This is an optimization exercise on Yosys and OpenROAD, whose aim is small area, a short achievable clock period and few clock cycles, not a production implementation. RTL that was checked went through simulation tests only; none was proved equivalent to the original.

==> run a <==
## complex_divider
module complex_divider
(
  input  logic             clk,
  input  logic             rst_n,
  input  logic             in_valid,
  output logic             in_ready,
  input  logic [NUM_W-1:0] num_real,
  input  logic [NUM_W-1:0] num_imag,
  input  logic [DEN_W-1:0] den_real,
  input  logic [DEN_W-1:0] den_imag,
  output logic             out_valid,
  input  logic             out_ready,
  output logic [NUM_W-1:0] quo_real,
  output logic [NUM_W-1:0] quo_imag,
  output logic             div_zero,
  output logic             sat
);
  logic adv, adv_in;
  assign in_ready = adv_in;
  logic        v0;
  logic [15:0] nr, ni;
  logic [7:0]  dr, di;
  logic [3:0]  dr_one, dr_two, dr_neg, di_one, di_two, di_neg;
  logic [3:0]  er_one, er_two, er_neg, ei_one, ei_two, ei_neg;
  cdiv_booth u_br (.y(den_real), .one(er_one), .two(er_two), .neg(er_neg));
  cdiv_booth u_bi (.y(den_imag), .one(ei_one), .two(ei_two), .neg(ei_neg));
  always_ff @(posedge clk or negedge rst_n) begin
    if (!rst_n)   v0 <= 1'b0;
    else if (adv) v0 <= in_valid;
  end
  always_ff @(posedge clk) begin
    if (adv) begin
      nr     <= num_real;
      ni     <= num_imag;
      dr     <= den_real;
  ...
==> flow/config.mk <==
export PLATFORM = sky130hd
export DESIGN_NAME = complex_divider
export DESIGN_NICKNAME = complex_divider
export VERILOG_FILES = /design/flow/design.v
export SDC_FILE = /design/flow/constraint.sdc
export NUM_CORES = 4
export LEC_CHECK = 0
export CAP_MARGIN = 20
export CORE_MARGIN = 2
export CORE_UTILIZATION = 65
export SETUP_SLACK_MARGIN = 5
export SLEW_MARGIN = 20
==> flow/constraint.sdc <==
create_clock -name core_clock -period 9.0 [get_ports {clk}]
set_input_delay 1.8000 -clock core_clock [delete_from_list [all_inputs] [get_ports {clk}]]
set_output_delay 1.8000 -clock core_clock [all_outputs]
set_load 0.01 [all_outputs]
standard.sh (not shown) runs the stock make flow with config.mk's settings and CLKGATE_MAP_FILE= SYNTH_SCRIPT=/design/flow/synth_recipe.tcl, a recipe that flattens the netlist after the stock synthesis.
==> flow/flow/run.sh <==
#!/bin/bash
set -euo pipefail
MARGIN=5.5
sed -e "s/SETUP_SLACK_MARGIN=[0-9.]*/SETUP_SLACK_MARGIN=${MARGIN}/" standard.sh > standard_margin.sh
grep -q "SETUP_SLACK_MARGIN=${MARGIN}" standard_margin.sh
bash standard_margin.sh > make_finish.log 2>&1
==> run b (differences from run a) <==
--- a/flow/design.v
+++ b/flow/design.v
@@ -2122,52 +2122,52 @@
       ds1 <= ds_c;
       dc1 <= dc_c;
     end
   end
   logic [24:0] p_c, q_c;
   logic [15:0] d_c;
   assign p_c  = ps1 + pc1;
   assign q_c  = qs1 + qc1;
-  logic [16:0] d3_c;
-  assign d_c  = ds1 + dc1;
-  assign d3_c = {d_c, 1'b0} + 17'(d_c);
+  logic [10:0] d3s_c;
+  assign d_c   = ds1 + dc1;
+  assign d3s_c = {1'b0, d_c[8:0], 1'b0} + 11'(d_c[8:0]);
   logic        v2, sp2, sq2;
   logic [23:0] pa2, qa2;
   logic [15:0] d2;
-  logic [16:0] d32;
+  logic [10:0] d3s2;
   always_ff @(posedge clk or negedge rst_n) begin
     if (!rst_n)   v2 <= 1'b0;
     else if (adv) v2 <= v1;
   end
   always_ff @(posedge clk) begin
     if (adv) begin
       sp2 <= p_c[24];
       sq2 <= q_c[24];
       pa2 <= p_c[24] ? 24'(-p_c) : p_c[23:0];
       qa2 <= q_c[24] ? 24'(-q_c) : q_c[23:0];
-      d2  <= d_c;
-      d32 <= d3_c;
+      d2   <= d_c;
+      d3s2 <= d3s_c;
     end
   end
   logic [8:0][15:0] rr0, rr1;
   logic [8:0][15:0] zz0, zz1;
   logic [8:0]       sg0, sg1, ov0, ov1, vv;
   logic [8:0][15:0] dd;
   logic [8:0][16:0] dd3;
   assign rr0[0] = {8'd0, pa2[23:16]};
   assign rr1[0] = {8'd0, qa2[23:16]};
   assign zz0[0] = pa2[15:0];
   assign zz1[0] = qa2[15:0];
   assign sg0[0] = sp2;
   assign sg1[0] = sq2;
   assign ov0[0] = {8'd0, pa2[23:16]} >= d2;
   assign ov1[0] = {8'd0, qa2[23:16]} >= d2;
   assign dd[0]  = d2;
-  assign dd3[0] = d32;
+  assign dd3[0] = (d2[15:9] == 7'd0) ? 17'(d3s2) : 17'h1FFFF;
   assign vv[0]  = v2;
   function automatic logic [17:0] sub18(input logic [17:0] a,
                                         input logic [17:0] b);
     logic [17:0] g, p, gg, pp, gn, pn;
     g  = a & ~b;
     p  = ~(a ^ b);
     gg = g;
     pp = p;
@@ -2235,17 +2235,17 @@
           rq1 <= x1[OW-1:0];
           zq0 <= m0;
           zq1 <= m1;
           sq0 <= sg0[k];
           sq1 <= sg1[k];
           oq0 <= ov0[k];
           oq1 <= ov1[k];
           dq  <= dd[k];
-          d3q <= dd3[k];
+          d3q <= (k == 0) ? {dd[k], 1'b0} + 17'(dd[k]) : dd3[k];
         end
       end
       assign rr0[k+1] = 16'(rq0);
       assign rr1[k+1] = 16'(rq1);
       assign zz0[k+1] = zq0;
       assign zz1[k+1] = zq1;
       assign sg0[k+1] = sq0;
       assign sg1[k+1] = sq1;
==> flow/run.sh (new file) <==
#!/bin/bash
# synth_recipe.tcl (not shown) runs the flow's synth.tcl, then flattens the netlist and writes it again
# the make line also repeats each setting of config.mk as NAME=value (left out here)
make -C /OpenROAD-flow-scripts/flow DESIGN_CONFIG=/design/flow/config.mk WORK_HOME=/design/flow/orfs CLKGATE_MAP_FILE= SYNTH_SCRIPT=/design/flow/synth_recipe.tcl finish
==> flow/config.mk (replaced) <==
export PLATFORM = sky130hd
export DESIGN_NAME = complex_divider
export DESIGN_NICKNAME = complex_divider
export VERILOG_FILES = /design/flow/design.v
export SDC_FILE = /design/flow/constraint.sdc
export NUM_CORES = 4
export LEC_CHECK = 0
export CAP_MARGIN = 20
export CORE_MARGIN = 2
export CORE_UTILIZATION = 65
export CTS_BUF_LIST = sky130_fd_sc_hd__clkbuf_4 sky130_fd_sc_hd__clkbuf_8
export SETUP_SLACK_MARGIN = 5
export SLEW_MARGIN = 20
removed: flow/flow/run.sh
removed: flow/standard.sh
==> run c (differences from run a) <==
--- a/flow/design.v
+++ b/flow/design.v
@@ -2122,52 +2122,52 @@
       ds1 <= ds_c;
       dc1 <= dc_c;
     end
   end
   logic [24:0] p_c, q_c;
   logic [15:0] d_c;
   assign p_c  = ps1 + pc1;
   assign q_c  = qs1 + qc1;
-  logic [16:0] d3_c;
-  assign d_c  = ds1 + dc1;
-  assign d3_c = {d_c, 1'b0} + 17'(d_c);
+  logic [10:0] d3s_c;
+  assign d_c   = ds1 + dc1;
+  assign d3s_c = {1'b0, d_c[8:0], 1'b0} + 11'(d_c[8:0]);
   logic        v2, sp2, sq2;
   logic [23:0] pa2, qa2;
   logic [15:0] d2;
-  logic [16:0] d32;
+  logic [10:0] d3s2;
   always_ff @(posedge clk or negedge rst_n) begin
     if (!rst_n)   v2 <= 1'b0;
     else if (adv) v2 <= v1;
   end
   always_ff @(posedge clk) begin
     if (adv) begin
       sp2 <= p_c[24];
       sq2 <= q_c[24];
       pa2 <= p_c[24] ? 24'(-p_c) : p_c[23:0];
       qa2 <= q_c[24] ? 24'(-q_c) : q_c[23:0];
-      d2  <= d_c;
-      d32 <= d3_c;
+      d2   <= d_c;
+      d3s2 <= d3s_c;
     end
   end
   logic [8:0][15:0] rr0, rr1;
   logic [8:0][15:0] zz0, zz1;
   logic [8:0]       sg0, sg1, ov0, ov1, vv;
   logic [8:0][15:0] dd;
   logic [8:0][16:0] dd3;
   assign rr0[0] = {8'd0, pa2[23:16]};
   assign rr1[0] = {8'd0, qa2[23:16]};
   assign zz0[0] = pa2[15:0];
   assign zz1[0] = qa2[15:0];
   assign sg0[0] = sp2;
   assign sg1[0] = sq2;
   assign ov0[0] = {8'd0, pa2[23:16]} >= d2;
   assign ov1[0] = {8'd0, qa2[23:16]} >= d2;
   assign dd[0]  = d2;
-  assign dd3[0] = d32;
+  assign dd3[0] = (d2[15:9] == 7'd0) ? 17'(d3s2) : 17'h1FFFF;
   assign vv[0]  = v2;
   function automatic logic [17:0] sub18(input logic [17:0] a,
                                         input logic [17:0] b);
     logic [17:0] g, p, gg, pp, gn, pn;
     g  = a & ~b;
     p  = ~(a ^ b);
     gg = g;
     pp = p;
@@ -2235,17 +2235,17 @@
           rq1 <= x1[OW-1:0];
           zq0 <= m0;
           zq1 <= m1;
           sq0 <= sg0[k];
           sq1 <= sg1[k];
           oq0 <= ov0[k];
           oq1 <= ov1[k];
           dq  <= dd[k];
-          d3q <= dd3[k];
+          d3q <= (k == 0) ? {dd[k], 1'b0} + 17'(dd[k]) : dd3[k];
         end
       end
       assign rr0[k+1] = 16'(rq0);
       assign rr1[k+1] = 16'(rq1);
       assign zz0[k+1] = zq0;
       assign zz1[k+1] = zq1;
       assign sg0[k+1] = sq0;
       assign sg1[k+1] = sq1;
==> flow/run.sh (new file) <==
#!/bin/bash
# synth_recipe.tcl (not shown) runs the flow's synth.tcl, then flattens the netlist and writes it again
# the make line also repeats each setting of config.mk as NAME=value (left out here)
make -C /OpenROAD-flow-scripts/flow DESIGN_CONFIG=/design/flow/config.mk WORK_HOME=/design/flow/orfs CLKGATE_MAP_FILE= SYNTH_SCRIPT=/design/flow/synth_recipe.tcl finish
removed: flow/flow/run.sh
removed: flow/standard.sh
==> metrics.yaml <==
layout:
  multi_input_area_share_pct: 52.9
  fin_cells: 9102
  fin_area_um2: 87000
worst_setup_path:
  cp_max_fo: 20
global_routing:
  grt_max_degree: 169
  antenna_found_initial: 8
sta:
  setup_slack_ns: 5.08
run_status:
  status: "timing/DRC/antenna clean"
[end of results for run b]
==> metrics.yaml <==
run_status:
  status: "timing/DRC/antenna clean"
global_routing:
  grt_max_degree: 169
layout:
  multi_input_area_share_pct: 52.9
  fin_area_um2: 87000
  fin_cells: 8975
sta:
  setup_slack_ns: 5.08
worst_setup_path:
  cp_max_fo: 14
[end of results for run c]
==> metrics.yaml <==
run_status:
  status: "timing/DRC/antenna clean"
sta:
  setup_slack_ns: 5.13
placed_design:
  placed_area_um2: 82400
  placed_cells_incl_taps: 8820
layout:
  multiInputCombCellCount: 5224
  multi_input_area_share_pct: 51.1
  fin_area_um2: 94800
  fin_cells: 9506
drt:
  drt_iter0_markers: 6176
global_routing:
  grt_max_degree: 176
  antenna_found_initial: 2
yosys:
  synth-main-ff-cell: "edfxtp_1"
[end of results for run a]
Testbench counts of run b, summed over its fixed seeds: cycles 2,488.
Testbench counts of run c, summed over its fixed seeds: cycles 2,488.
For run a, only the layout was checked, not whether the RTL still works.

## separate check: timing with driven ports
The results above use ideal ports. As a check the final layouts listed here were re-extracted and re-timed, cells and wires unchanged.
Step 1: set_driving_cell puts a clkbuf_16 on clk and a buf_2 on each other input, an assumption about the parent block.
Step 2 also shifts input and output timing later by t, the mid clock arrival at the registers, as if the neighbouring blocks saw the same clock.
a / b / c = ideal ports / drivers / drivers and shift; a / b = the first two.
run	t, ns	slack for setup (ns)	latest minus earliest clock arrival (ns)
run a	0.844	5.131 / 5.131 / 5.131	0.071 / 0.071
run b	0.989	5.079 / 5.079 / 5.079	0.046 / 0.047
run c	0.792	5.084 / 5.084 / 5.084	0.038 / 0.039
After both steps every run listed still meets setup and hold.
